Source: an optimization exercise on an open RTL-to-GDS flow (aim: small area). Production flows keep margins and buffers that such runs may drop. Only simulation tests tie the RTL to the original design; equivalence was not proved. In run 7 the design's own scripts or RTL, not TritonCTS, make the clock network. The clock port is modelled as an ideal driver, which makes a skipped or thinned clock tree look cheaper than it is; a real chip needs a root buffer or a tree. Power figures rest on the tool's default switching activity, not on a simulated workload.

==> flow/design.v <==
`default_nettype none
package sky_pkg;
	localparam int COLUMNS = 30;
	localparam int ROWS = 28;
	localparam int BLOCK = 4;
	localparam int SUBPIXELS = 16;
	typedef logic [4:0] column_t;
	typedef logic [4:0] row_t;
	typedef logic [3:0] subpixel_t;
	typedef logic [1:0] cell_t;
	localparam cell_t CELL_EMPTY = 2'b00;
	localparam cell_t CELL_MEATBALL = 2'b10;
	typedef logic [7:0] x_t;
	typedef logic [6:0] y_t;
	typedef logic [2:0] color_t;
	localparam color_t COLOR_SKY = 3'd0;
	localparam color_t COLOR_MEATBALL = 3'd7;
	typedef logic [11:0] lfsr_t;
	localparam lfsr_t LFSR_SEED = 12'hACE;
	localparam lfsr_t LFSR_TAPS = 12'b1000_0010_1001;
endpackage
`default_nettype wire
`default_nettype none
module sky (
	input wire logic clock,
	input wire logic reset,
	input wire logic update_req,
	output logic update_ack,
	input wire logic draw_req,
	output logic draw_ack,
	output logic pixel_req,
	input wire logic pixel_ack,
	output logic [7:0] x,
	output logic [6:0] y,
	output logic [2:0] color
);
	localparam int ROWS = 28;
	logic [11:0] lfsr;
	logic [4:0] ring [ROWS];
	logic clearing;
	logic [4:0] age_out;
	logic write_late;
	logic drawing;
	logic scan_done;
	logic [4:0] column;
	logic [4:0] row;
	logic [3:0] subpixel;
	logic meatball;
	logic next_meatball;
	logic accept;
	logic painter_idle;
	logic take;
	logic pixel_done;
	logic cell_done;
	logic [4:0] next_column;
	logic [4:0] next_row;
	logic write;
	logic clear;
	logic [4:0] write_value;
	assign accept = update_req && !update_ack && !drawing;
	assign painter_idle = !pixel_req && !pixel_ack;
	assign take = drawing && !scan_done && painter_idle;
	assign pixel_done = pixel_req && pixel_ack;
	assign cell_done = pixel_done && subpixel == 4'd15;
	assign next_row = row == 5'(ROWS - 1) ? 5'd0 : row + 5'd1;
	assign next_column = row != 5'(ROWS - 1) ? column : column == 5'd29 ? 5'd0 : column + 5'd1;
	assign x = {column, subpixel[3:2]};
	assign y = {row, subpixel[1:0]};
	assign color = {3{meatball}};
	always_ff @(posedge clock) begin
		if (!reset) begin
			lfsr <= 12'hACE;
		end else begin
			lfsr <= {lfsr[10:0], lfsr[11] ^ lfsr[5] ^ lfsr[3] ^ lfsr[0]};
		end
	end
	always_ff @(posedge clock) begin
		if (!reset) begin
			update_ack <= 1'b0;
		end else if (accept) begin
			update_ack <= 1'b1;
		end else if (!update_req) begin
			update_ack <= 1'b0;
		end
	end
	always_ff @(posedge clock) begin
		clearing <= !reset;
	end
	always_ff @(posedge clock) begin
		if (!reset) begin
			age_out <= 5'(ROWS - 1);
			write_late <= 1'b0;
		end else begin
			if (!accept) begin
				age_out <= age_out == 5'd0 ? 5'(ROWS - 1) : age_out - 5'd1;
			end
			write_late <= accept && age_out[0];
		end
	end
	assign write = (accept && !age_out[0]) || write_late;
	assign clear = !reset || clearing;
	assign write_value = clear ? 5'd0 : write_late ? lfsr[5:1] : lfsr[4:0];
	always_ff @(posedge clock) begin
		ring[0] <= ring[ROWS - 1];
		for (int p = 1; p < ROWS; p++) begin
			if (p % 2 == 1 && (clear || (write && age_out[4:1] == 4'((ROWS - 1 - p) / 2)))) begin
				ring[p] <= write_value;
			end else begin
				ring[p] <= ring[p - 1];
			end
		end
	end
	always_ff @(posedge clock) begin
		if (age_out == next_row) begin
			next_meatball <= ring[ROWS - 1] == next_column + 5'd1;
		end
	end
	always_ff @(posedge clock) begin
		if (!reset) begin
			meatball <= 1'b0;
		end else if (accept) begin
			meatball <= lfsr[4:0] == 5'd1;
		end else if (cell_done) begin
			meatball <= next_meatball;
		end
	end
	always_ff @(posedge clock) begin
		if (!reset) begin
			drawing <= 1'b0;
			draw_ack <= 1'b0;
			scan_done <= 1'b0;
		end else if (!drawing) begin
			if (draw_req) begin
				drawing <= 1'b1;
			end
		end else if (draw_ack) begin
			if (!draw_req) begin
				draw_ack <= 1'b0;
				drawing <= 1'b0;
				scan_done <= 1'b0;
			end
		end else if (scan_done) begin
			if (painter_idle) begin
				draw_ack <= 1'b1;
			end
		end else if (cell_done && row == 5'(ROWS - 1) && column == 5'd29) begin
			scan_done <= 1'b1;
		end
	end
	always_ff @(posedge clock) begin
		if (!reset) begin
			column <= '0;
			row <= '0;
			subpixel <= '0;
		end else if (pixel_done) begin
			subpixel <= subpixel + 4'd1;
			if (subpixel == 4'd15) begin
				row <= next_row;
				column <= next_column;
			end
		end
	end
	always_ff @(posedge clock) begin
		if (!reset) begin
			pixel_req <= 1'b0;
		end else if (take) begin
			pixel_req <= 1'b1;
		end else if (pixel_done) begin
			pixel_req <= 1'b0;
		end
	end
endmodule
`default_nettype wire
==> flow/flow/run.sh <==
#!/bin/bash
# The standard layout, with two changes: clock tree synthesis adds no
# dummy loads and uses smaller clock buffers, and ports get the smallest buffer.
set -euo pipefail
export CTS_ARGS="-sink_clustering_enable -repair_clock_nets -dont_use_dummy_load -buf_list {sky130_fd_sc_hd__clkbuf_8}"
export BUFFER_PORTS_ARGS="-buffer_cell sky130_fd_sc_hd__buf_1"
bash standard.sh > standard.log 2>&1
==> flow/standard.sh <==
#!/bin/bash
# synth_recipe.tcl (not shown) runs the flow's synth.tcl, then flattens the netlist and writes it again
# the make line also repeats each setting of config.mk as NAME=value (left out here)
make -C /OpenROAD-flow-scripts/flow DESIGN_CONFIG=/design/flow/config.mk WORK_HOME=/design/flow/orfs CLKGATE_MAP_FILE= SYNTH_SCRIPT=/design/flow/synth_recipe.tcl "${@:-finish}"
==> flow/config.mk <==
export PLATFORM = sky130hd
export DESIGN_NAME = sky
export DESIGN_NICKNAME = sky
export VERILOG_FILES = /design/flow/design.v
export SDC_FILE = /design/flow/constraint.sdc
export NUM_CORES = 4
export LEC_CHECK = 0
export CAP_MARGIN = 20
export CORE_MARGIN = 2
export CORE_UTILIZATION = 30
export SLEW_MARGIN = 20
==> flow/constraint.sdc <==
create_clock -name core_clock -period 8.0 [get_ports {clock}]
set_input_delay 1.6000 -clock core_clock [delete_from_list [all_inputs] [get_ports {clock}]]
set_output_delay 1.6000 -clock core_clock [all_outputs]
set_load 0.01 [all_outputs]
==> results.sh, run 1 <==
export IMPL_place_hpwl_um=7120
export IMPL_cts_sinks=180
export IMPL_r2r_start="row[0]"
export IMPL_vias=3673
export IMPL_async_reset_ff_frac=0
export IMPL_netlist_area_mm2=0.00583
export IMPL_p_per_area_mw_per_mm2=234
export IMPL_initial_core_util=0.309
export IMPL_hold_viol_final=0
export IMPL_place_area_mm2=0.00614
export IMPL_whs_ns=0.305
export IMPL_drc=0
export IMPL_coreArea_mm2=0.0189
export IMPL_crit_path_start_kind="input pin"
export IMPL_fin_ws_ns=4.44
export IMPL_path_class="input pin to register"
export IMPL_synth_flop_cell="dfxtp_1"
export IMPL_port_buffers=24
export IMPL_grtUsageTotal=0.110
export IMPL_clk_pin_slew_worst_paths_ns=0.09
export IMPL_fp_dieH_um=143
export IMPL_ioPinCount=26
export IMPL_comb_power_share=0.054
export IMPL_required_ns=8.34
export IMPL_syn_num_nets=543
export IMPL_p_leak_nw=2.37
export IMPL_antenna_found_initial=0
export IMPL_timing_critical_path_to_type="register"
export IMPL_cts_tree="yes"
export IMPL_drive_gt1_frac=0.133
export IMPL_dpl_worst_slack_ns=4.02
export IMPL_die_x_um=143
export IMPL_routed_wl_um=10500
export IMPL_ir_drop_mv=0.0971
export IMPL_critPathBufInv=3
export IMPL_cp_top_family="buffers and inverters"
export IMPL_ctsHoldBuffers=0
export IMPL_clock_latency_ns=0.44
export IMPL_rsz0062_at_grt="false"
export IMPL_relSlewSlack=0.471
export IMPL_clk_path_buf_depth=2
export IMPL_rows=50
export IMPL_grt_start_max_net_pins=41
export IMPL_cap_violations=0
export IMPL_drtPass1Iterations=4
export IMPL_tightest_slew_ns=0.791
export IMPL_antenna_cells=0
export IMPL_place_congestion=0.772
export IMPL_swShare=0.217
export IMPL_wl_per_cell_um=12.9
export IMPL_postCtsSetupBuffers=0
export IMPL_place_inst=793
export IMPL_intPower_mw=1.17
export IMPL_outcome="no timing/DRC/antenna violations"
export IMPL_final_min_clock_period_ns=3.56
export IMPL_crit_path_max_fanout=40
export IMPL_layout_worst_path_cycle_share=0.445
export IMPL_cp_slowest_stage_delay_ns=0.52
export IMPL_syn_inst=532
export IMPL_nets=563
export IMPL_hold_class="register to register"
export IMPL_slew_violations=0
export IMPL_final_cell_count_no_fill=810
export IMPL_cts_root_buf="clkbuf_8"
export IMPL_synth_cell_types=52
export IMPL_viasPerCell=4.53
export IMPL_setup_viol=0
export IMPL_numCtsBuffers=17
export IMPL_hold_start="ring[3][0]"
export IMPL_arrival_ns=3.90
export IMPL_syn_avg_cell_area_um2=11.0
export IMPL_ant_nets=0
export IMPL_yosys_register_bits=180
export IMPL_synth_edf_count=1
export IMPL_grt_overflow=0
export IMPL_finalClockSkew_ns=0.0301
export IMPL_ys_warn_count=2
export IMPL_startpoint="reset"
export IMPL_fmax_mhz=281
export IMPL_crit_chain="buf_1 -> inv_1 -> nor2_2 -> buf_4 -> nand2_1 -> o21ai_0"
export IMPL_power_total_mw=1.50
export IMPL_switchingPower_uw=325
export IMPL_final_area_mm2=0.00638
export IMPL_first_iter_violations=263
export IMPL_grt_pass1_vias=3644
export IMPL_grt_pass1_wl_um=17700
export IMPL_areaGrowthSynthToFinish_pct=9.44
export IMPL_final_util=0.338
export IMPL_cts_resized=0
export IMPL_dieArea_mm2=0.0206
export IMPL_h_tree_depth=4
export IMPL_fin_tns_setup_ns=0
export IMPL_power_clock_fraction=0.299
export IMPL_ys_seq_area_frac=0.620
export IMPL_seqPwrFrac=0.647
export IMPL_slowest_stage="inv_1"
## Yosys cell counts (all sizes together), types with 4 or more instances
master,instances,area share
nand2,54,0.035
dfxtp,179,0.61
ha,6,0.013
mux2i,4,0.0069
xor2,9,0.014
nor3,10,0.010
o21ai,39,0.033
a21oi,22,0.020
nor2,22,0.014
and2,5,0.0054
buf,6,0.0077
a211oi,4,0.0060
mux2,41,0.080
clkbuf,18,0.012
inv,9,0.0058
and3,5,0.0054
xnor2,11,0.017
nand2b,11,0.012
nand3,43,0.037
## cell type report
type,instances,area (um2)
Inverter,9,33.8
Timing Repair Buffer,25,97.6
Clock buffer,17,234
Tap cell,260,325
Sequential cell,180,3610
Multi-Input combinational cell,319,2080
Fill cell,1909,12500
## logic make-up after synthesis
logic type,after synthesis,synth area share
muxes,45,0.0867
buffers and inverters,33,0.0253
xor gates and xnor gates,20,0.0300
AOI/OAI and AO/OA,79,0.0805
DFF,180,0.620
other,1,0.000643
adders and majority gates,6,0.0129
and+or+nand+nor,168,0.144
## cell usage in the layout (no fill, tap or decap), drive strengths merged, types with 10 or more instances in the layout
cell / instances
nand2: 54
buf: 25
a21oi: 22
o21ai: 39
nand3: 43
xnor2: 11
dfxtp: 179
mux2: 41
nor2: 22
nand2b: 11
nor3: 10
clkbuf: 17
## path summary, 6_finish.rpt
path                         to  slack (ns)  depth (start not counted)
hold / removal       ring[4][0]        0.30                          0
setup reg to reg  next_meatball        5.09                          9
hold reg to reg      ring[4][0]        0.30                          0
setup / recovery     ring[3][4]        4.44                          6
## per-layer routing
metal | vias to the layer above | wire (um) | track usage
li1 | 1849 | - | -
met1 | 1748 | 5020 | 0.141
met2 | 63 | 4940 | 0.175
met3 | 13 | 359 | 0.0310
met4 | 0 | 164 | 0.0464
met5 | - | 0 | 0
## flip-flops by register name, indices dropped and copies added, names as in the netlist, 4 cells and up
| register | flops |
|---|---|
| ring | 140 |
| lfsr | 12 |
| subpixel | 4 |
| row | 5 |
| age_out | 5 |
| column | 5 |
## power by group through the flow
stage / Clock (mW) / Combinational [mW] / Sequential, mW
6_report: 0.447 / 0.0811 / 0.968
5_1_grt: 0.498 / 0.0920 / 0.974
4_1_cts: 0.465 / 0.0820 / 0.969
3_5_place_dp: 0 / 0.0815 / 0.989
3_3_place_gp: 0 / 0.0796 / 0.988
2_1_floorplan: 0 / 0.0674 / 0.979
==> inputs of run 2 (changes only) <==
==> flow/flow/run.sh (replaced) <==
#!/bin/bash
# The standard layout, with two changes: clock tree synthesis adds no
# dummy loads and uses smaller clock buffers, and ports get the smallest buffer.
set -euo pipefail
export CTS_ARGS="-sink_clustering_enable -repair_clock_nets -dont_use_dummy_load -buf_list {sky130_fd_sc_hd__clkbuf_16} -sink_clustering_size 30"
export BUFFER_PORTS_ARGS="-buffer_cell sky130_fd_sc_hd__buf_1"
bash standard.sh > standard.log 2>&1
==> run 2 against run 1 <==
Effect of this change:
- maximum frequency about the same
- critical path depth unchanged
- routed wire length increased by 1.0%
- global-route usage increased by 0.18 points
- critical path type unchanged
- critical endpoint unchanged
==> results.sh, run 2 <==
export IMPL_outcome="no timing/DRC/antenna violations"
export IMPL_arrival_ns=3.87
export IMPL_netlist_area_mm2=0.00583
export IMPL_port_buffers=24
export IMPL_hold_viol_final=0
export IMPL_ctsHoldBuffers=0
export IMPL_synth_flop_cell="dfxtp_1"
export IMPL_clk_path_buf_depth=2
export IMPL_switchingPower_uw=349
export IMPL_place_congestion=0.772
export IMPL_tightest_slew_ns=0.797
export IMPL_syn_inst=532
export IMPL_ioPinCount=26
export IMPL_crit_path_start_kind="input pin"
export IMPL_syn_num_nets=543
export IMPL_postCtsSetupBuffers=0
export IMPL_coreArea_mm2=0.0189
export IMPL_fin_tns_setup_ns=0
export IMPL_clk_pin_slew_worst_paths_ns=0.06
export IMPL_synthTopCellsByArea="dfxtp_1, mux2_2, nand3_1, nand2_1, o21ai_0"
export IMPL_required_ns=8.31
export IMPL_fillCellCount=1888
export IMPL_cap_violations=0
export IMPL_cts_resized=0
export IMPL_synth_cell_types=52
export IMPL_grtUsageTotal=0.112
export IMPL_relSlewSlack=0.468
export IMPL_synth_top_cell_area_share=0.615
export IMPL_p_leak_nw=2.45
export IMPL_yosys_register_bits=180
export IMPL_grt_pass1_vias=3698
export IMPL_dieArea_mm2=0.0206
export IMPL_vias=3659
export IMPL_swShare=0.205
export IMPL_nets=563
export IMPL_timing_critical_path_to_type="register"
export IMPL_netlist_top_cells_count="dfxtp_1, nand2_1, nand3_1"
export IMPL_intPower_mw=1.35
export IMPL_clock_latency_ns=0.41
export IMPL_grt_overflow=0
export IMPL_synth_edf_count=1
export IMPL_areaGrowthSynthToFinish_pct=12.7
export IMPL_power_clock_fraction=0.382
export IMPL_fin_ws_ns=4.44
export IMPL_fp_dieH_um=143
export IMPL_drtPass1Iterations=5
export IMPL_place_inst=793
export IMPL_setup_viol=0
export IMPL_cts_sinks=180
export IMPL_ys_seq_area_frac=0.620
export IMPL_reg2regPathDepth=9
export IMPL_synth_most_common_cell="dfxtp_1"
export IMPL_final_cell_count_no_fill=810
export IMPL_ir_drop_mv=0.120
export IMPL_syn_avg_cell_area_um2=11.0
export IMPL_antenna_cells=0
export IMPL_largest_register="ring"
export IMPL_most_common_layout_cells="dfxtp_1, nand2_1, nand3_1"
export IMPL_grt_pass1_wl_um=17900
export IMPL_viasPerCell=4.52
export IMPL_layout_worst_path_cycle_share=0.446
export IMPL_die_x_um=143
export IMPL_slew_violations=0
export IMPL_dpl_worst_slack_ns=4.02
export IMPL_async_reset_ff_frac=0
export IMPL_ys_warn_count=2
export IMPL_routed_wl_um=10600
export IMPL_final_min_clock_period_ns=3.56
export IMPL_antenna_found_initial=0
export IMPL_whs_ns=0.310
export IMPL_numCtsBuffers=17
export IMPL_first_iter_violations=244
export IMPL_place_hpwl_um=7120
export IMPL_final_common_cell="dfxtp_1"
export IMPL_hold_depth=0
export IMPL_rsz0062_at_grt="false"
export IMPL_ant_nets=0
export IMPL_cts_root_buf="clkbuf_16"
export IMPL_fmax_mhz=281
export IMPL_seqPwrFrac=0.570
export IMPL_synth_top_area_cell="dfxtp_1"
export IMPL_initial_core_util=0.309
export IMPL_p_per_area_mw_per_mm2=259
export IMPL_comb_power_share=0.048
export IMPL_hold_class="register to register"
export IMPL_reg_top3="ring: 140 flops, lfsr: 12 flops"
export IMPL_drc=0
export IMPL_path_class="input pin to register"
export IMPL_drive_gt1_frac=0.133
export IMPL_rows=50
export IMPL_crit_path_max_fanout=40
export IMPL_largest_reg_flops=140
export IMPL_cts_tree="yes"
export IMPL_grt_start_max_net_pins=41
export IMPL_h_tree_depth=4
export IMPL_wl_per_cell_um=13.1
export IMPL_finalClockSkew_ns=0.0216
## run 2: cell counts after synthesis
No cell type changed its count.
## run 2: logic make-up (layout without fill, tap and decap cells)
group / count (synthesis) / in the layout / share of synthesized area
DFF: 180 / 180 / 0.620
buffers and inverters: 33 / 51 / 0.0253
adders and majority gates: 6 / 6 / 0.0129
AOI/OAI and AO/OA: 79 / 79 / 0.0805
muxes: 45 / 45 / 0.0867
xor gates and xnor gates: 20 / 20 / 0.0300
and+or+nand+nor: 168 / 168 / 0.144
other: 1 / 1 / 0.000643
## run 2: final cells by class
class                      instances  area, um2  area share
sequential                       180       3610       0.550
timing repair buffer              25       97.6      0.0149
tap                              260        325      0.0495
multi-input combinational        319       2080       0.316
clock buffer                      17        425      0.0647
inverter                           9       33.8     0.00514
## run 2: path summary, 6_finish.rpt
path	slack, ns	start	end
max	4.44	reset	ring[3][4]
min reg2reg	0.31	ring[3][0]	ring[4][0]
min	0.31	ring[3][0]	ring[4][0]
max reg2reg	5.04	row[0]	next_meatball
## run 2: routing by layer
| metal | vias up | global-route usage | wire [um] |
|---|---|---|---|
| met4 | 0 | 0.0475 | 119 |
| met2 | 62 | 0.180 | 5020 |
| li1 | 1844 | - | - |
| met5 | - | 0 | 0 |
| met3 | 11 | 0.0307 | 346 |
| met1 | 1742 | 0.142 | 5110 |
## run 2: power by group through the flow
stage | Clock, mW | Combinational (mW) | Sequential [mW]
5_1_grt | 0.707 | 0.0921 | 0.975
3_5_place_dp | 0 | 0.0815 | 0.989
4_1_cts | 0.672 | 0.0820 | 0.971
2_1_floorplan | 0 | 0.0674 | 0.979
3_3_place_gp | 0 | 0.0796 | 0.988
6_report | 0.651 | 0.0811 | 0.970
## run 2: per-stage QoR
stage	util	total power, mW	instance area [um2]
2_1_floorplan	-	1.05	5830
3_3_place_gp	0.325	1.07	6140
3_5_place_dp	0.325	1.07	6140
4_1_cts	0.348	1.72	6570
5_1_grt	0.348	1.77	6570
6_report	0.348	1.70	6570
## run 2: worst max-delay path: stages
cell and delay (ns):
buf_1 0.48, inv_1 0.51, nor2_2 0.20, buf_4 0.36, nand2_1 0.39, o21ai_0 0.32
==> inputs of run 3 (changes only) <==
==> flow/flow/run.sh (replaced) <==
#!/bin/bash
# The standard layout, with two changes: clock tree synthesis adds no
# dummy loads and uses smaller clock buffers, and ports get the smallest buffer.
set -euo pipefail
export CTS_ARGS="-sink_clustering_enable -repair_clock_nets -dont_use_dummy_load -buf_list {sky130_fd_sc_hd__clkbuf_8} -sink_clustering_size 20"
export BUFFER_PORTS_ARGS="-buffer_cell sky130_fd_sc_hd__buf_1"
bash standard.sh > standard.log 2>&1
==> run 3 against run 2 <==
Effect of this change:
- largest cell class unchanged
- synthesized cell count is the same
- die area unchanged
- critical path type unchanged
- highest routed layer unchanged
- via count rose by 0.38%
==> results.sh, run 3 <==
export IMPL_regArea_mm2=0.00361
export IMPL_antenna_cells=0
export IMPL_p_per_area_mw_per_mm2=234
export IMPL_first_iter_violations=263
export IMPL_drtPass1Iterations=4
export IMPL_rows=50
export IMPL_viasPerCell=4.53
export IMPL_die_x_um=143
export IMPL_grtUsageTotal=0.110
export IMPL_power_total_mw=1.50
export IMPL_fp_dieH_um=143
export IMPL_grt_start_max_net_pins=41
export IMPL_ys_warn_count=2
export IMPL_place_congestion=0.772
export IMPL_netlist_area_mm2=0.00583
export IMPL_grt_pass1_wl_um=17700
export IMPL_hold_depth=0
export IMPL_r2r_start="row[0]"
export IMPL_setup_viol=0
export IMPL_wl_per_cell_um=12.9
export IMPL_final_util=0.338
export IMPL_fmax_mhz=281
export IMPL_yosys_register_bits=180
export IMPL_final_common_cell="dfxtp_1"
export IMPL_numCtsBuffers=17
export IMPL_rr_endpoint="next_meatball"
export IMPL_final_min_clock_period_ns=3.56
export IMPL_ant_nets=0
export IMPL_grt_pass1_vias=3644
export IMPL_p_leak_nw=2.37
export IMPL_netlist_top_cells_count="dfxtp_1, nand2_1, nand3_1"
export IMPL_nets=563
export IMPL_switchingPower_uw=325
export IMPL_outcome="no timing/DRC/antenna violations"
export IMPL_cts_sinks=180
export IMPL_layout_worst_path_cycle_share=0.445
export IMPL_crit_path_start_kind="input pin"
export IMPL_reg_top3="ring: 140 flops, lfsr: 12 flops"
export IMPL_ctsHoldBuffers=0
export IMPL_fillCellCount=1909
export IMPL_syn_avg_cell_area_um2=11.0
export IMPL_antenna_found_initial=0
export IMPL_drive_gt1_frac=0.133
export IMPL_largest_register="ring"
export IMPL_cts_root_buf="clkbuf_8"
export IMPL_syn_inst=532
export IMPL_synth_flop_cell="dfxtp_1"
export IMPL_rsz0062_at_grt="false"
export IMPL_clock_latency_ns=0.44
export IMPL_async_reset_ff_frac=0
export IMPL_cts_resized=0
export IMPL_place_hpwl_um=7120
export IMPL_synth_top_area_cell="dfxtp_1"
export IMPL_synthTopCellsByArea="dfxtp_1, mux2_2, nand3_1, nand2_1, o21ai_0"
export IMPL_clk_path_buf_depth=2
export IMPL_initial_core_util=0.309
export IMPL_vias=3673
export IMPL_reg2regPathDepth=9
export IMPL_synth_cell_types=52
export IMPL_seqPwrFrac=0.647
export IMPL_largest_reg_flops=140
export IMPL_slew_violations=0
export IMPL_dieArea_mm2=0.0206
export IMPL_synth_most_common_cell="dfxtp_1"
export IMPL_cts_tree="yes"
export IMPL_crit_path_max_fanout=40
export IMPL_clk_pin_slew_worst_paths_ns=0.09
export IMPL_min_to="ring[4][0]"
export IMPL_fin_tns_setup_ns=0
export IMPL_relSlewSlack=0.471
export IMPL_multiInputGateArea_mm2=0.00208
export IMPL_cap_violations=0
export IMPL_r2r_slack_ns=5.09
export IMPL_path_class="input pin to register"
export IMPL_power_clock_fraction=0.299
export IMPL_hold_viol_final=0
export IMPL_finalClockSkew_ns=0.0301
export IMPL_synth_edf_count=1
export IMPL_syn_num_nets=543
export IMPL_required_ns=8.34
export IMPL_coreArea_mm2=0.0189
export IMPL_place_inst=793
export IMPL_postCtsSetupBuffers=0
export IMPL_final_cell_count_no_fill=810
export IMPL_port_buffers=24
export IMPL_hold_class="register to register"
export IMPL_ys_seq_area_frac=0.620
export IMPL_hold_start="ring[3][0]"
export IMPL_tightest_slew_ns=0.791
export IMPL_comb_power_share=0.054
export IMPL_drc=0
export IMPL_synth_top_cell_area_share=0.615
export IMPL_areaGrowthSynthToFinish_pct=9.44
export IMPL_h_tree_depth=4
export IMPL_arrival_ns=3.90
export IMPL_grt_overflow=0
export IMPL_ir_drop_mv=0.0971
export IMPL_most_common_layout_cells="dfxtp_1, nand2_1, nand3_1"
export IMPL_routed_wl_um=10500
export IMPL_ioPinCount=26
export IMPL_timing_critical_path_to_type="register"
export IMPL_swShare=0.217
export IMPL_intPower_mw=1.17
## run 3: cell counts after synthesis
Identical to the previous run, type by type.
## run 3: cell families after synthesis
family | share of synthesized area
adders and majority gates | 0.0129
muxes | 0.0867
buffers and inverters | 0.0253
DFF | 0.620
and+or+nand+nor | 0.144
xor gates and xnor gates | 0.0300
other | 0.000643
AOI/OAI and AO/OA | 0.0805
## run 3: power by group through the flow
stage | Sequential [mW] | Clock [mW] | Combinational [mW]
finish | 0.968 | 0.447 | 0.0811
global route | 0.974 | 0.498 | 0.0920
CTS | 0.969 | 0.465 | 0.0820
detailed placement | 0.989 | 0 | 0.0815
global placement | 0.988 | 0 | 0.0796
floorplan | 0.979 | 0 | 0.0674
## run 3: how the worst max path moves through the flow
stage               startpoint     endpoint  depth (start not counted)
finish                   reset   ring[3][4]                          6
global route             reset  ring[17][4]                          6
CTS                      reset   ring[3][4]                          6
detailed placement       reset  ring[25][4]                          6
global placement         reset   ring[3][4]                          6
floorplan           update_req  ring[11][0]                          5
## run 3: final cells by class
| type | count | area share |
|---|---|---|
| multi-input cells | 319 | 0.325 |
| clock buffers | 17 | 0.0367 |
| flip-flops and latches | 180 | 0.566 |
| inverters | 9 | 0.00530 |
| repair buffers | 25 | 0.0153 |
| well taps | 260 | 0.0510 |
## run 3: through the flow
step	hold slack, ns	area [um2]	worst slack (ns)
6_report	0.305	6380	4.44
5_1_grt	0.312	6380	4.15
4_1_cts	0.314	6370	4.46
3_5_place_dp	0.312	6140	4.02
3_3_place_gp	0.310	6140	4.13
2_1_floorplan	0.310	5830	5.07
## run 3: critical path, stage by stage
cell,delay [ns]
buf_1,0.48
inv_1,0.52
nor2_2,0.20
buf_4,0.37
nand2_1,0.40
o21ai_0,0.32
## run 3: layer usage
metal / global-route usage / vias up / share of wire
met2: 0.175 / 63 / 0.47
met3: 0.0310 / 13 / 0.034
met1: 0.141 / 1748 / 0.48
met5: 0 / - / 0
li1: - / 1849 / -
met4: 0.0464 / 0 / 0.016
==> inputs of run 4 (changes only) <==
==> flow/run.sh (new file) <==
#!/bin/bash
# synth_recipe.tcl (not shown) runs the flow's synth.tcl, then flattens the netlist and writes it again
# the make line also repeats each setting of config.mk as NAME=value (left out here)
make -C /OpenROAD-flow-scripts/flow DESIGN_CONFIG=/design/flow/config.mk WORK_HOME=/design/flow/orfs CLKGATE_MAP_FILE= SYNTH_SCRIPT=/design/flow/synth_recipe.tcl finish
removed: flow/flow/run.sh
removed: flow/standard.sh
==> run 4 against run 3 <==
Effect of this change:
- total power rose by 27%
- final area is 8.3% higher
- critical path depth is the same
- maximum frequency shrank 7.7%
- critical path type unchanged
- largest cell class unchanged
- highest routed layer unchanged
==> results.sh, run 4 <==
export IMPL_synth_cell_types=52
export IMPL_netlist_top_cells_count="dfxtp_1, nand2_1, nand3_1"
export IMPL_drc=0
export IMPL_finalClockSkew_ns=0.0106
export IMPL_place_congestion=0.778
export IMPL_yosys_register_bits=180
export IMPL_synth_fa_ha_area_frac=0.0129
export IMPL_synth_top_area_cell="dfxtp_1"
export IMPL_cts_resized=0
export IMPL_slowest_stage="clkdlybuf4s50_1"
export IMPL_outcome="no timing/DRC/antenna violations"
export IMPL_postCtsSetupBuffers=0
export IMPL_whs_ns=0.323
export IMPL_synth_xor_area_share=0.0300
export IMPL_arrival_ns=4.19
export IMPL_cts_root_buf="clkbuf_16"
export IMPL_syn_num_nets=543
export IMPL_synth_edf_count=1
export IMPL_vias=3693
export IMPL_synth_top_family_by_area="simple AND/OR/NAND/NOR gates"
export IMPL_cts_sinks=180
export IMPL_busiest_layer="met2"
export IMPL_required_ns=8.33
export IMPL_layout_worst_path_cycle_share=0.482
export IMPL_place_area_mm2=0.00629
export IMPL_port_buffers=24
export IMPL_initial_core_util=0.309
export IMPL_h_tree_depth=4
export IMPL_synth_most_common_cell="dfxtp_1"
export IMPL_fp_dieH_um=143
export IMPL_crit_path_max_fanout=40
export IMPL_dpl_worst_slack_ns=3.68
export IMPL_largest_reg_flops=140
export IMPL_grt_pass1_wl_um=18100
export IMPL_most_common_layout_cells="dfxtp_1, nand2_1, nand3_1"
export IMPL_dieArea_mm2=0.0206
export IMPL_timing_critical_path_to_type="register"
export IMPL_fin_ws_ns=4.14
export IMPL_nets=563
export IMPL_cts_tree="yes"
export IMPL_routed_wl_um=10700
export IMPL_grt_overflow=0
export IMPL_clk_path_buf_depth=2
export IMPL_crit_path_start_kind="input pin"
export IMPL_antenna_found_initial=0
export IMPL_globalRouteMet1Util=0.140
export IMPL_antenna_cells=0
export IMPL_ioPinCount=26
export IMPL_coreArea_mm2=0.0189
export IMPL_wl_per_cell_um=13.0
export IMPL_first_iter_violations=220
export IMPL_swShare=0.216
export IMPL_synthTopCellsByArea="dfxtp_1, mux2_2, nand3_1, nand2_1, o21ai_0"
export IMPL_async_reset_ff_frac=0
export IMPL_rows=50
export IMPL_viasPerCell=4.48
export IMPL_path_class="input pin to register"
export IMPL_grtUsageTotal=0.113
export IMPL_place_hpwl_um=7120
export IMPL_cap_violations=0
export IMPL_drive_gt1_frac=0.152
export IMPL_synthMuxAreaShare=0.0867
export IMPL_syn_avg_cell_area_um2=11.0
export IMPL_ys_seq_area_frac=0.620
export IMPL_ant_nets=0
export IMPL_hold_viol_final=0
export IMPL_clk_pin_slew_worst_paths_ns=0.07
export IMPL_synth_top_cell_area_share=0.615
export IMPL_crit_chain="clkdlybuf4s50_1 -> inv_1 -> nor2_2 -> buf_4 -> nand2_1 -> o21ai_0"
export IMPL_slew_violations=0
export IMPL_grt_use_met3=0.0380
export IMPL_fin_tns_setup_ns=0
export IMPL_final_min_clock_period_ns=3.86
export IMPL_critPathBufInv=3
export IMPL_rsz0062_at_grt="false"
export IMPL_final_common_cell="dfxtp_1"
export IMPL_areaGrowthSynthToFinish_pct=18.5
export IMPL_netlist_area_mm2=0.00583
export IMPL_ir_drop_mv=0.118
export IMPL_final_cell_count_no_fill=824
export IMPL_power_clock_fraction=0.446
export IMPL_intPower_mw=1.49
export IMPL_setup_viol=0
export IMPL_syn_inst=532
export IMPL_place_inst=793
export IMPL_grt_start_max_net_pins=41
export IMPL_p_leak_nw=2.60
export IMPL_fmax_mhz=259
export IMPL_synth_flop_cell="dfxtp_1"
export IMPL_drtPass1Iterations=4
export IMPL_grt_pass1_vias=3657
export IMPL_reg_top3="ring: 140 flops, lfsr: 12 flops"
export IMPL_p_per_area_mw_per_mm2=276
export IMPL_clock_latency_ns=0.42
export IMPL_synth_compound_area_share=0.0805
export IMPL_switchingPower_uw=411
export IMPL_ys_warn_count=2
export IMPL_relSlewSlack=0.543
export IMPL_cp_top_family="buffers and inverters"
export IMPL_final_area_mm2=0.00691
export IMPL_ctsHoldBuffers=0
export IMPL_comb_power_share=0.044
export IMPL_hold_class="register to register"
export IMPL_seqPwrFrac=0.509
export IMPL_numCtsBuffers=17
export IMPL_die_x_um=143
export IMPL_largest_register="ring"
export IMPL_met2_usage=0.183
export IMPL_cp_slowest_stage_delay_ns=0.82
export IMPL_tightest_slew_ns=0.685
export IMPL_synthSimpleGateAreaFrac=0.144
==> run 4: cell families (layout without fill, tap and decap cells) <==
family	count (synthesis)	after routing
AO/OA/AOI/OAI	79	79
XOR/XNOR	20	20
adder cells (fa/ha/maj)	6	6
buffers and inverters	33	65
flip-flops	180	180
multiplexers	45	45
other	1	1
AND/OR/NAND/NOR	168	168
==> run 4: metrics by stage <==
stage	util	power (mW)
2_1_floorplan	-	1.05
3_3_place_gp	0.333	1.07
3_5_place_dp	0.333	1.07
4_1_cts	0.365	1.92
5_1_grt	0.366	1.98
6_report	0.366	1.90
==> run 4: final cells by class <==
class | instances | area [um2]
Clock buffer | 19 | 443
Tap cell | 260 | 325
Timing Repair Buffer | 25 | 248
Multi-Input combinational cell | 319 | 2080
Clock inverter | 12 | 169
Fill cell | 1895 | 12000
Sequential cell | 180 | 3610
Inverter | 9 | 33.8
==> run 4: final timing paths <==
kind	cells past startpoint	slack, ns	startpoint	endpoint
setup / recovery	6	4.14	reset	ring[5][4]
hold / removal	0	0.32	ring[23][4]	ring[24][4]
setup reg to reg	9	5.03	row[0]	next_meatball
hold reg to reg	0	0.32	ring[23][4]	ring[24][4]
==> run 4: metal layers <==
metal  up-vias  share of wire
met1      1789           0.48
met3        13          0.034
met2        35           0.47
li1       1856              -
met5         -              0
met4         0          0.015
==> run 4: power groups by stage <==
stage	registers, mW	logic, mW	clock network [mW]
3_3_place_gp	0.988	0.0832	0
5_1_grt	0.975	0.0944	0.909
2_1_floorplan	0.979	0.0674	0
4_1_cts	0.970	0.0851	0.866
3_5_place_dp	0.989	0.0845	0
6_report	0.969	0.0843	0.850
==> inputs of run 5 (changes only) <==
==> flow/flow/run.sh (new file) <==
#!/bin/bash
# The standard layout (standard.sh) with three changes:
# - synthesis maps the logic with an area-oriented abc script (flow/area.abc)
#   instead of ORFS's speed script; everything else in synth_recipe.tcl,
#   including the flip-flop mapping, is unchanged;
# - clock tree synthesis inserts no dummy loads and uses clkbuf_8 only;
# - ports are buffered with the smallest buffer.
set -euo pipefail
here=$PWD
{
	cat <<TCL
proc abc {args} {
  set i [lsearch -exact \$args -script]
  lset args [expr {\$i + 1}] $here/flow/area.abc
  yosys abc {*}\$args
}
TCL
	cat synth_recipe.tcl
} > own_synth.tcl
sed "s#SYNTH_SCRIPT=$here/synth_recipe.tcl #SYNTH_SCRIPT=$here/own_synth.tcl #" standard.sh > own_standard.sh
grep -q "SYNTH_SCRIPT=$here/own_synth.tcl " own_standard.sh
export CTS_ARGS="-sink_clustering_enable -repair_clock_nets -dont_use_dummy_load -buf_list {sky130_fd_sc_hd__clkbuf_8}"
export BUFFER_PORTS_ARGS="-buffer_cell sky130_fd_sc_hd__buf_1"
bash own_standard.sh > standard.log 2>&1
==> flow/flow/area.abc (new file) <==
strash
dch
map -a
topo
==> flow/standard.sh (new file) <==
#!/bin/bash
# synth_recipe.tcl (not shown) runs the flow's synth.tcl, then flattens the netlist and writes it again
# the make line also repeats each setting of config.mk as NAME=value (left out here)
make -C /OpenROAD-flow-scripts/flow DESIGN_CONFIG=/design/flow/config.mk WORK_HOME=/design/flow/orfs CLKGATE_MAP_FILE= SYNTH_SCRIPT=/design/flow/synth_recipe.tcl "${@:-finish}"
removed: flow/run.sh
==> run 5 against run 4 <==
Effect of this change:
- critical path type unchanged
- count of clock-buffer cells in the layout down 2
- worst setup slack worse by 0.32 ns
- routed wire length down 13%
- synthesized cell count up 2.1%
==> results.sh, run 5 <==
export IMPL_drc=0
export IMPL_layout_worst_path_cycle_share=0.522
export IMPL_outcome="no timing/DRC/antenna violations"
export IMPL_required_ns=8.30
export IMPL_port_buffers=24
export IMPL_synth_top_area_cell="dfxtp_1"
export IMPL_hold_class="register to register"
export IMPL_clk_pin_slew_worst_paths_ns=0.09
export IMPL_syn_inst=543
export IMPL_die_x_um=138
export IMPL_antenna_found_initial=0
export IMPL_fin_tns_setup_ns=0
export IMPL_dieArea_mm2=0.0190
export IMPL_cts_root_buf="clkbuf_8"
export IMPL_timing_critical_path_to_type="register"
export IMPL_finalClockSkew_ns=0.0244
export IMPL_ir_drop_mv=0.130
export IMPL_ctsHoldBuffers=0
export IMPL_coreArea_mm2=0.0174
export IMPL_final_common_cell="dfxtp_1"
export IMPL_place_inst=792
export IMPL_h_tree_depth=4
export IMPL_grt_start_max_net_pins=22
export IMPL_tightest_slew_ns=0.723
export IMPL_ant_nets=0
export IMPL_syn_avg_cell_area_um2=9.89
export IMPL_viasPerCell=4.33
export IMPL_synth_edf_count=1
export IMPL_synthTopCellsByArea="dfxtp_1, o21ai_0, nand2_1, a21oi_1, clkinv_1"
export IMPL_vias=3510
export IMPL_place_congestion=0.766
export IMPL_yosys_register_bits=180
export IMPL_slew_violations=0
export IMPL_initial_core_util=0.308
export IMPL_grtUsageTotal=0.110
export IMPL_first_iter_violations=220
export IMPL_cts_sinks=180
export IMPL_areaGrowthSynthToFinish_pct=11.4
export IMPL_p_leak_nw=2.22
export IMPL_hold_viol_final=0
export IMPL_relSlewSlack=0.518
export IMPL_async_reset_ff_frac=0
export IMPL_synth_most_common_cell="dfxtp_1"
export IMPL_place_hpwl_um=5930
export IMPL_final_cell_count_no_fill=810
export IMPL_fp_dieH_um=138
export IMPL_p_per_area_mw_per_mm2=252
export IMPL_clk_path_buf_depth=2
export IMPL_cts_resized=0
export IMPL_drive_gt1_frac=0.0444
export IMPL_numCtsBuffers=17
export IMPL_r2r_slack_ns=4.97
export IMPL_crit_path_max_fanout=21
export IMPL_syn_num_nets=554
export IMPL_reg_top3="ring: 140 flops, lfsr: 12 flops"
export IMPL_fmax_mhz=239
export IMPL_synth_flop_cell="dfxtp_1"
export IMPL_setup_viol=0
export IMPL_synth_top_cell_area_share=0.667
export IMPL_grt_pass1_vias=3246
export IMPL_cap_violations=0
export IMPL_drtPass1Iterations=4
export IMPL_ioPinCount=26
export IMPL_final_min_clock_period_ns=4.18
export IMPL_most_common_layout_cells="dfxtp_1, o21ai_0, nand2_1"
export IMPL_rsz0062_at_grt="false"
export IMPL_ys_warn_count=2
export IMPL_grt_overflow=0
export IMPL_largest_reg_flops=140
export IMPL_crit_path_start_kind="input pin"
export IMPL_antenna_cells=0
export IMPL_path_class="input pin to register"
export IMPL_arrival_ns=4.48
export IMPL_netlist_area_mm2=0.00537
export IMPL_synth_cell_types=26
export IMPL_rows=48
export IMPL_nets=598
export IMPL_ys_seq_area_frac=0.673
export IMPL_netlist_top_cells_count="dfxtp_1, o21ai_0, nand2_1"
export IMPL_routed_wl_um=9300
export IMPL_largest_register="ring"
export IMPL_clock_latency_ns=0.44
export IMPL_postCtsSetupBuffers=0
export IMPL_cts_tree="yes"
export IMPL_wl_per_cell_um=11.5
export IMPL_grt_pass1_wl_um=15800
==> run 5: worst max-delay path, stage by stage <==
cell and delay, ns:
buf_1 0.53, clkinv_1 0.67, nor2_1 0.35, clkinv_1 0.44
a21oi_1 0.69, o21ai_0 0.18
==> run 5: cell type report <==
| cell class | count | area [um2] |
|---|---|---|
| Fill cell | 1775 | 11400 |
| Sequential cell | 180 | 3610 |
| Multi-Input combinational cell | 318 | 1570 |
| Tap cell | 225 | 282 |
| Clock buffer | 17 | 234 |
| Inverter | 41 | 154 |
| Timing Repair Buffer | 29 | 128 |
==> run 5: kinds of logic after synthesis <==
family                   share of synthesized area
AO/OA/AOI/OAI                                0.138
buffers and inverters                       0.0342
AND/OR/NAND/NOR                              0.116
flip-flops                                   0.673
XOR/XNOR                                    0.0245
adder cells (fa/ha/maj)                     0.0140
other                                     0.000698
==> run 5: layer usage <==
metal / up-vias / track usage / part of all wire
li1: 1877 / - / -
met5: - / 0 / 0
met2: 33 / 0.157 / 0.42
met1: 1592 / 0.150 / 0.53
met4: 0 / 0.0442 / 0.013
met3: 8 / 0.0408 / 0.035
==> run 5: path summary, 6_finish.rpt <==
check / startpoint / end / depth (start not counted)
max: reset / ring[9][4] / 6
min: ring[11][0] / ring[12][0] / 0
max reg2reg: row[0] / next_meatball / 12
min reg2reg: ring[11][0] / ring[12][0] / 0
==> run 5: stage by stage <==
stage                     utilization  cell area [um2]  power (mW)  worst slack (ns)  hold WS, ns
after floorplan                     -             5370        1.05              4.76        0.310
after global placement          0.330             5740        1.08              3.35        0.310
after detailed placement        0.330             5740        1.08              3.30        0.312
after CTS                       0.343             5980        1.53              3.80        0.322
after global routing            0.344             5980        1.58              3.35        0.325
final                           0.344             5980        1.51              3.82        0.321
==> run 5: where the power goes <==
group / total (mW) / switching, mW / internal, mW
clock network: 0.447 / 0.259 / 0.188
logic: 0.0707 / 0.0467 / 0.0240
registers: 0.988 / 0.0243 / 0.964
total: 1.51 / 0.330 / 1.18
==> inputs of run 6 (changes only) <==
--- a/flow/design.v
+++ b/flow/design.v
@@ -57,6 +57,7 @@
 	logic write;
 	logic clear;
 	logic [4:0] write_value;
+	assign scan_done = column[4:1] == 4'b1111;
 	assign accept = update_req && !update_ack && !drawing;
 	assign painter_idle = !pixel_req && !pixel_ack;
 	assign take = drawing && !scan_done && painter_idle;
@@ -111,8 +112,8 @@
 		end
 	end
 	always_ff @(posedge clock) begin
-		if (age_out == next_row) begin
-			next_meatball <= ring[ROWS - 1] == next_column + 5'd1;
+		if (age_out == row) begin
+			next_meatball <= ring[0] == next_column + 5'd1;
 		end
 	end
 	always_ff @(posedge clock) begin
@@ -128,7 +129,6 @@
 		if (!reset) begin
 			drawing <= 1'b0;
 			draw_ack <= 1'b0;
-			scan_done <= 1'b0;
 		end else if (!drawing) begin
 			if (draw_req) begin
 				drawing <= 1'b1;
@@ -137,18 +137,13 @@
 			if (!draw_req) begin
 				draw_ack <= 1'b0;
 				drawing <= 1'b0;
-				scan_done <= 1'b0;
 			end
-		end else if (scan_done) begin
-			if (painter_idle) begin
-				draw_ack <= 1'b1;
-			end
-		end else if (cell_done && row == 5'(ROWS - 1) && column == 5'd29) begin
-			scan_done <= 1'b1;
+		end else if (scan_done && painter_idle) begin
+			draw_ack <= 1'b1;
 		end
 	end
 	always_ff @(posedge clock) begin
-		if (!reset) begin
+		if (!drawing) begin
 			column <= '0;
 			row <= '0;
 			subpixel <= '0;
@@ -156,7 +151,7 @@
 			subpixel <= subpixel + 4'd1;
 			if (subpixel == 4'd15) begin
 				row <= next_row;
-				column <= next_column;
+				column <= row == 5'(ROWS - 1) ? column + 5'd1 : column;
 			end
 		end
 	end
==> flow/flow/area.abc (replaced) <==
strash
dch
map -a
strash
dch
amap
topo
==> run 6 against run 5 <==
Effect of this change:
- still clean
- clock skew increased by 0.021 ns
- synthesized cell count shrank 5.9%
- area after synthesis shrank 1.8%
- critical path depth rose by 2
- clock power is essentially flat
==> results.sh, run 6 <==
export IMPL_swShare=0.218
export IMPL_layout_worst_path_cycle_share=0.452
export IMPL_comb_power_share=0.048
export IMPL_place_congestion=0.754
export IMPL_timing_critical_path_to_type="register"
export IMPL_drc=0
export IMPL_largest_reg_flops=140
export IMPL_cts_root_buf="clkbuf_8"
export IMPL_ys_warn_count=2
export IMPL_drtPass1Iterations=4
export IMPL_drive_gt1_frac=0.0434
export IMPL_cap_violations=0
export IMPL_clock_latency_ns=0.45
export IMPL_synth_cell_types=29
export IMPL_clk_path_buf_depth=2
export IMPL_whs_ns=0.305
export IMPL_viasPerCell=4.61
export IMPL_arrival_ns=3.95
export IMPL_final_common_cell="dfxtp_1"
export IMPL_vias=3586
export IMPL_tightest_slew_ns=1.02
export IMPL_numCtsBuffers=17
export IMPL_relSlewSlack=0.311
export IMPL_rsz0062_at_grt="false"
export IMPL_p_leak_nw=2.15
export IMPL_synthTopCellsByArea="dfxtp_1, o21ai_0, nand2_1, nor2_1, a21oi_1"
export IMPL_grt_start_max_net_pins=20
export IMPL_final_cell_count_no_fill=778
export IMPL_cts_sinks=179
export IMPL_setup_viol=0
export IMPL_synth_flop_cell="dfxtp_1"
export IMPL_crit_path_start_kind="input pin"
export IMPL_ctsHoldBuffers=0
export IMPL_fp_dieH_um=137
export IMPL_hold_viol_final=0
export IMPL_ys_seq_area_frac=0.682
export IMPL_syn_avg_cell_area_um2=10.3
export IMPL_power_total_mw=1.50
export IMPL_ant_nets=0
export IMPL_routed_wl_um=9860
export IMPL_fmax_mhz=276
export IMPL_final_area_mm2=0.00589
export IMPL_largest_register="ring"
export IMPL_cts_resized=0
export IMPL_seqPwrFrac=0.655
export IMPL_netlist_area_mm2=0.00527
export IMPL_async_reset_ff_frac=0
export IMPL_dieArea_mm2=0.0187
export IMPL_wl_per_cell_um=12.7
export IMPL_syn_num_nets=522
export IMPL_required_ns=8.33
export IMPL_place_hpwl_um=6720
export IMPL_initial_core_util=0.306
export IMPL_first_iter_violations=169
export IMPL_fin_tns_setup_ns=0
export IMPL_most_common_layout_cells="dfxtp_1, nand2_1, o21ai_0"
export IMPL_final_min_clock_period_ns=3.62
export IMPL_hold_class="register to register"
export IMPL_coreArea_mm2=0.0172
export IMPL_grtUsageTotal=0.111
export IMPL_p_per_area_mw_per_mm2=254
export IMPL_grt_overflow=0
export IMPL_intPower_mw=1.17
export IMPL_netlist_top_cells_count="dfxtp_1, nand2_1, o21ai_0"
export IMPL_final_util=0.342
export IMPL_h_tree_depth=4
export IMPL_outcome="no timing/DRC/antenna violations"
export IMPL_ioPinCount=26
export IMPL_synth_most_common_cell="dfxtp_1"
export IMPL_finalClockSkew_ns=0.0456
export IMPL_ir_drop_mv=0.118
export IMPL_reg_top3="ring: 140 flops, lfsr: 12 flops"
export IMPL_place_area_mm2=0.00565
export IMPL_yosys_register_bits=179
export IMPL_grt_pass1_vias=3360
export IMPL_antenna_cells=0
export IMPL_synth_top_cell_area_share=0.676
export IMPL_nets=566
export IMPL_antenna_found_initial=0
export IMPL_syn_inst=511
export IMPL_rows=48
export IMPL_synth_edf_count=1
export IMPL_clk_pin_slew_worst_paths_ns=0.09
export IMPL_dpl_worst_slack_ns=3.58
export IMPL_areaGrowthSynthToFinish_pct=11.8
export IMPL_slew_violations=0
export IMPL_power_clock_fraction=0.297
export IMPL_synth_top_area_cell="dfxtp_1"
export IMPL_switchingPower_uw=326
export IMPL_die_x_um=137
export IMPL_cts_tree="yes"
export IMPL_path_class="input pin to register"
export IMPL_postCtsSetupBuffers=0
export IMPL_port_buffers=24
export IMPL_place_inst=761
export IMPL_crit_path_max_fanout=7
export IMPL_fin_ws_ns=4.38
export IMPL_grt_pass1_wl_um=16200
## run 6: cell count changes after synthesis, moves of 8 or more
| cell | before | now |
|---|---|---|
| nand2_1 | 92 | 65 |
| nand3_1 | 12 | 4 |
| nor2_1 | 36 | 47 |
| o21a_1 | 0 | 9 |
| o21ai_0 | 93 | 63 |
| o221ai_1 | 0 | 8 |
| o22ai_1 | 0 | 14 |
| xor2_1 | 10 | 0 |
## run 6: power groups by stage
stage	Clock (mW)	Combinational, mW	Sequential [mW]
floorplan	0	0.0518	0.991
global placement	0	0.0693	0.998
detailed placement	0	0.0718	0.999
CTS	0.459	0.0725	0.979
global route	0.498	0.0823	0.985
finish	0.444	0.0718	0.979
## run 6: worst max-delay path: stages
cell,delay (ns)
buf_1,0.08
clkinv_1,0.08
nor3_1,0.43
a21oi_1,0.19
or3_1,0.41
o31ai_1,0.48
clkinv_1,0.31
o21ai_0,0.36
## run 6: cells by family after synthesis
logic type | after synthesis | synth area share
simple gates | 146 | 0.116
buf+inv | 39 | 0.0306
compound gates | 140 | 0.157
other cells | 1 | 0.000711
fa+ha+maj | 6 | 0.0142
flops | 179 | 0.682
## run 6: area by class of cell
type / instances / area [um2]
inverters: 35 / 131
well taps: 225 / 282
flip-flops and latches: 179 / 3590
multi-input cells: 293 / 1530
clock buffers: 17 / 234
repair buffers: 29 / 128
fillers: 1729 / 11300
## run 6: worst paths after layout
kind                     from             to  slack (ns)  depth (start not counted)
setup / recovery   update_req     ring[1][0]        4.38                          8
hold / removal    ring[19][2]    ring[20][2]        0.30                          0
setup reg to reg       row[0]  next_meatball        5.12                         13
hold reg to reg   ring[19][2]    ring[20][2]        0.30                          0
## run 6: metal layers
| layer | wire, um | share of wire | vias up | global-route usage |
|---|---|---|---|---|
| met5 | 0 | 0 | - | 0 |
| met4 | 145 | 0.015 | 0 | 0.0336 |
| met3 | 409 | 0.041 | 15 | 0.0378 |
| met2 | 4470 | 0.45 | 62 | 0.180 |
| met1 | 4830 | 0.49 | 1685 | 0.140 |
| li1 | - | - | 1824 | - |
==> inputs of run 7 (changes only) <==
==> flow/flow/run.sh (replaced) <==
#!/bin/bash
# The standard layout (standard.sh) with three changes:
# - synthesis maps the logic with an area-oriented abc script (flow/area.abc)
#   instead of ORFS's speed script; everything else in synth_recipe.tcl,
#   including the flip-flop mapping, is unchanged;
# - clock tree synthesis is replaced by flow/own_cts.tcl (sourced as ORFS's
#   PRE_CTS_TCL hook): the clock port drives 4 clkbuf_1, each driving 5
#   clkbuf_4, each driving a group of 9 registers that are close together;
# - ports are buffered with the smallest buffer.
set -euo pipefail
here=$PWD
{
	cat <<TCL
proc abc {args} {
  set i [lsearch -exact \$args -script]
  lset args [expr {\$i + 1}] $here/flow/area.abc
  yosys abc {*}\$args
}
TCL
	cat synth_recipe.tcl
} > own_synth.tcl
sed "s#SYNTH_SCRIPT=$here/synth_recipe.tcl #SYNTH_SCRIPT=$here/own_synth.tcl #" standard.sh > own_standard.sh
grep -q "SYNTH_SCRIPT=$here/own_synth.tcl " own_standard.sh
export PRE_CTS_TCL=$here/flow/own_cts.tcl
export OWN_CTS_NET=clock
export OWN_CTS_BUF=sky130_fd_sc_hd__clkbuf_4
export OWN_CTS_LEAVES=20
export OWN_CTS_MID=sky130_fd_sc_hd__clkbuf_1
export OWN_CTS_MIDS=4
export BUFFER_PORTS_ARGS="-buffer_cell sky130_fd_sc_hd__buf_1"
bash own_standard.sh > standard.log 2>&1
==> flow/flow/own_cts.tcl (new file) <==

# Split items ({object x y} lists) into k groups of nearly equal size, cutting
# each time across the longer side of the items' bounding box.
proc own_cts_split {items k} {
  if {$k <= 1} { return [list $items] }
  set xs {}; set ys {}
  foreach s $items { lappend xs [lindex $s 1]; lappend ys [lindex $s 2] }
  set dx [expr {[tcl::mathfunc::max {*}$xs] - [tcl::mathfunc::min {*}$xs]}]
  set dy [expr {[tcl::mathfunc::max {*}$ys] - [tcl::mathfunc::min {*}$ys]}]
  set key [expr {$dx >= $dy ? 1 : 2}]
  set sorted [lsort -integer -index $key $items]
  set k1 [expr {$k / 2}]
  set cut [expr {([llength $sorted] * $k1 + $k / 2) / $k}]
  return [concat [own_cts_split [lrange $sorted 0 [expr {$cut - 1}]] $k1] \
                 [own_cts_split [lrange $sorted $cut end] [expr {$k - $k1}]]]
}

# One buffer of master at the centre of the group, driving the group's
# iterms through a new clock net. Returns {buffer x y}.
proc own_cts_drive {block master group name} {
  set sx 0; set sy 0
  foreach s $group { incr sx [lindex $s 1]; incr sy [lindex $s 2] }
  set n [llength $group]
  set cx [expr {$sx / $n}]
  set cy [expr {$sy / $n}]
  set buf [odb::dbInst_create $block $master $name]
  $buf setLocation [expr {$cx - [$master getWidth] / 2}] [expr {$cy - [$master getHeight] / 2}]
  $buf setPlacementStatus PLACED
  set net [odb::dbNet_create $block "clknet_$name"]
  $net setSigType CLOCK
  foreach s $group {
    set it [lindex $s 0]
    $it disconnect
    $it connect $net
  }
  [$buf findITerm X] connect $net
  puts "own_cts: $name drives $n pins, at ([expr {$cx / 1000.0}], [expr {$cy / 1000.0}])"
  return [list [$buf findITerm A] $cx $cy]
}

proc clock_tree_synthesis {args} {
  set block [ord::get_db_block]
  set db [ord::get_db]
  set clk [$block findNet $::env(OWN_CTS_NET)]
  set sinks {}
  foreach it [$clk getITerms] {
    set box [[$it getInst] getBBox]
    lappend sinks [list $it [expr {([$box xMin] + [$box xMax]) / 2}] [expr {([$box yMin] + [$box yMax]) / 2}]]
  }
  puts "own_cts: [llength $sinks] sinks"
  set leaves {}
  set i 0
  foreach g [own_cts_split $sinks $::env(OWN_CTS_LEAVES)] {
    lappend leaves [own_cts_drive $block [$db findMaster $::env(OWN_CTS_BUF)] $g "clkbuf_leaf_$i"]
    incr i
  }
  set mids {}
  set i 0
  foreach g [own_cts_split $leaves $::env(OWN_CTS_MIDS)] {
    lappend mids [own_cts_drive $block [$db findMaster $::env(OWN_CTS_MID)] $g "clkbuf_mid_$i"]
    incr i
  }
  foreach m $mids { [lindex $m 0] connect $clk }
  $clk setSigType CLOCK
  set_propagated_clock [all_clocks]
}
==> run 7 against run 6 <==
Effect of this change:
- worst setup slack improved by 0.085 ns
- cell count rose by 1.0%
- combinational power about the same
- total power is 5.2% lower
- routed wire length down 0.70%
- die area unchanged
- sequential power is essentially flat
- worst hold slack got worse by 0.0091 ns
- global-route usage shrank 0.81 points
- highest routed layer unchanged
- critical path type unchanged
- clock power shrank 17%
- largest cell class unchanged
==> results.sh, run 7 <==
export IMPL_tightest_slew_ns=1.03
export IMPL_finalClockSkew_ns=0.0594
export IMPL_async_reset_ff_frac=0
export IMPL_grt_pass1_wl_um=16000
export IMPL_startpoint="update_req"
export IMPL_coreArea_mm2=0.0172
export IMPL_final_common_cell="dfxtp_1"
export IMPL_hold_depth=0
export IMPL_grt_start_max_net_pins=20
export IMPL_final_min_clock_period_ns=3.53
export IMPL_reg_top3="ring: 140 flops, lfsr: 12 flops"
export IMPL_dpl_worst_slack_ns=3.58
export IMPL_drtPass1Iterations=4
export IMPL_clk_pin_slew_worst_paths_ns=0.10
export IMPL_arrival_ns=3.84
export IMPL_synth_cell_types=29
export IMPL_syn_num_nets=522
export IMPL_synth_xor_area_share=0
export IMPL_final_area_mm2=0.00583
export IMPL_netlist_top_cells_count="dfxtp_1, nand2_1, o21ai_0"
export IMPL_relSlewSlack=0.303
export IMPL_crit_path_max_fanout=10
export IMPL_synth_edf_count=1
export IMPL_ioPinCount=26
export IMPL_ctsHoldBuffers=0
export IMPL_synth_top_cell_area_share=0.676
export IMPL_synth_top_area_cell="dfxtp_1"
export IMPL_areaGrowthSynthToFinish_pct=10.5
export IMPL_rr_endpoint="next_meatball"
export IMPL_most_common_layout_cells="dfxtp_1, nand2_1, o21ai_0"
export IMPL_outcome="no timing/DRC/antenna violations"
export IMPL_synthMuxAreaShare=0
export IMPL_port_buffers=24
export IMPL_slew_violations=0
export IMPL_layout_worst_path_cycle_share=0.442
export IMPL_fmax_mhz=283
export IMPL_r2r_start="row[0]"
export IMPL_hold_class="register to register"
export IMPL_largest_reg_flops=140
export IMPL_ys_seq_area_frac=0.682
export IMPL_grt_overflow=0
export IMPL_place_area_mm2=0.00565
export IMPL_ant_nets=0
export IMPL_grt_pass1_vias=3372
export IMPL_largest_register="ring"
export IMPL_netlist_area_mm2=0.00527
export IMPL_yosys_register_bits=179
export IMPL_vias=3620
export IMPL_reg2regPathDepth=13
export IMPL_timing_critical_path_to_type="register"
export IMPL_r2r_slack_ns=5.05
export IMPL_fillCellCount=1736
export IMPL_synth_flop_cell="dfxtp_1"
export IMPL_syn_avg_cell_area_um2=10.3
export IMPL_synth_compound_area_share=0.157
export IMPL_die_x_um=137
export IMPL_drive_gt1_frac=0.0482
export IMPL_synth_fa_ha_area_frac=0.0142
export IMPL_ys_warn_count=2
export IMPL_crit_path_start_kind="input pin"
export IMPL_synthTopCellsByArea="dfxtp_1, o21ai_0, nand2_1, nor2_1, a21oi_1"
export IMPL_wl_per_cell_um=12.5
export IMPL_whs_ns=0.295
export IMPL_grtUsageTotal=0.103
export IMPL_p_per_area_mw_per_mm2=243
export IMPL_syn_inst=511
export IMPL_dieArea_mm2=0.0187
export IMPL_required_ns=8.31
export IMPL_routed_wl_um=9790
export IMPL_min_to="ring[2][4]"
export IMPL_nets=573
export IMPL_fp_dieH_um=137
export IMPL_setup_viol=0
export IMPL_cts_resized=0
export IMPL_p_leak_nw=2.13
export IMPL_drc=0
export IMPL_synth_most_common_cell="dfxtp_1"
export IMPL_antenna_found_initial=0
export IMPL_ir_drop_mv=0.107
export IMPL_synthSimpleGateAreaFrac=0.116
export IMPL_viasPerCell=4.61
export IMPL_fin_ws_ns=4.47
export IMPL_hold_start="ring[1][4]"
export IMPL_rsz0062_at_grt="false"
export IMPL_hold_viol_final=0
export IMPL_postCtsSetupBuffers=0
export IMPL_final_util=0.338
export IMPL_place_congestion=0.754
export IMPL_first_iter_violations=160
export IMPL_place_hpwl_um=6720
export IMPL_cap_violations=0
export IMPL_rows=48
export IMPL_initial_core_util=0.306
export IMPL_synth_top_family_by_area="compound AO/OA/AOI/OAI gates"
export IMPL_path_class="input pin to register"
export IMPL_clock_latency_ns=0.51
export IMPL_fin_tns_setup_ns=0
-- run 7: cell count changes in the layout (fill, tap and decap cells not counted) --
cell / change
clkbuf_8: -17
diode_2: +1
clkbuf_1: +4
clkbuf_4: +20
-- run 7: stage by stage --
| step | instances | total power, mW |
|---|---|---|
| floorplan | 511 | 1.04 |
| global placement | 761 | 1.07 |
| detailed placement | 761 | 1.07 |
| CTS | 785 | 1.44 |
| global route | 785 | 1.49 |
| finish | 786 | 1.42 |
-- run 7: worst max path at each step --
stage,cells past startpoint,endpoint,slack [ns]
after floorplan,8,ring[1][0],4.59
after global routing,8,ring[1][0],4.15
final,7,ring[23][0],4.47
after CTS,5,ring[25][3],4.13
after global placement,5,ring[3][4],3.87
after detailed placement,5,ring[15][3],3.58
-- run 7: layout make-up --
type,count,area (um2),area share
antenna,1,2.50,0.000429
buffer,24,165,0.0283
inverter,35,131,0.0225
multi-input combinational,293,1530,0.262
sequential,179,3590,0.617
tap,225,282,0.0483
timing repair buffer,29,128,0.0219
-- run 7: where the power goes --
part	internal (mW)	switching (mW)	total [mW]
Sequential	0.956	0.0216	0.978
Clock	0.122	0.246	0.368
Combinational	0.0237	0.0477	0.0715
Total	1.10	0.315	1.42
-- run 7: critical path, cell delays in order --
cell and delay (ns):
buf_1 0.08, clkinv_1 0.08, nor3_1 0.46, a21oi_1 0.19, or3_1 0.42, o21ai_0 0.84
a21oi_1 0.17
-- run 7: logic make-up (layout without fill, tap and decap cells) --
group	count (synthesis)	after routing
AOI/OAI and AO/OA	140	140
adders and majority gates	6	6
buffers and inverters	39	88
DFF	179	179
other	1	2
and+or+nand+nor	146	146
-- run 7: metal layers --
| layer | vias up | share of wire | global-route usage | wire length, um |
|---|---|---|---|---|
| met5 | - | 0 | 0 | 0 |
| met4 | 0 | 0.023 | 0.0237 | 223 |
| met3 | 21 | 0.043 | 0.0167 | 420 |
| met2 | 71 | 0.45 | 0.177 | 4420 |
| met1 | 1684 | 0.48 | 0.136 | 4720 |
| li1 | 1844 | - | - | - |

## re-timing with driven ports
The flow's constraints put no driver on any port. The routed layouts listed below were extracted and timed again, unchanged, in two steps. Step 1 (the two cells are an assumption about what drives the block):
set clk [get_ports {clock}]
set_driving_cell -lib_cell sky130_fd_sc_hd__clkbuf_16 $clk
set_driving_cell -lib_cell sky130_fd_sc_hd__buf_2 [delete_from_list [all_inputs] $clk]
Step 2 adds t to the input delays and takes it off the output delays; t is the mean of the earliest and latest rising clock arrival at the registers after step 1. Input paths then give back, and output paths get back, about the clock's delay inside the block. a / b / c = ideal / step 1 / step 2; a / b = the first two.
| run | t (ns) | setup WS [ns] | latest minus earliest clock arrival (ns) |
|---|---|---|---|
| run 1 | 0.466 | 4.438 / 4.448 / 3.982 | 0.030 / 0.030 |
| run 2 | 0.442 | 4.436 / 4.449 / 4.007 | 0.022 / 0.022 |
| run 3 | 0.466 | 4.438 / 4.448 / 3.982 | 0.030 / 0.030 |
| run 4 | 0.461 | 4.143 / 4.159 / 3.698 | 0.011 / 0.011 |
| run 5 | 0.471 | 3.823 / 3.837 / 3.366 | 0.030 / 0.031 |
| run 6 | 0.466 | 4.381 / 4.390 / 3.925 | 0.046 / 0.045 |
| run 7 | 0.538 | 4.465 / 4.497 / 3.958 | 0.061 / 0.061 |
After both steps every run listed still meets setup and hold. The setup slack of run 7, which loses most, moves by +0.032 ns with the drivers and by -0.507 ns with both steps.
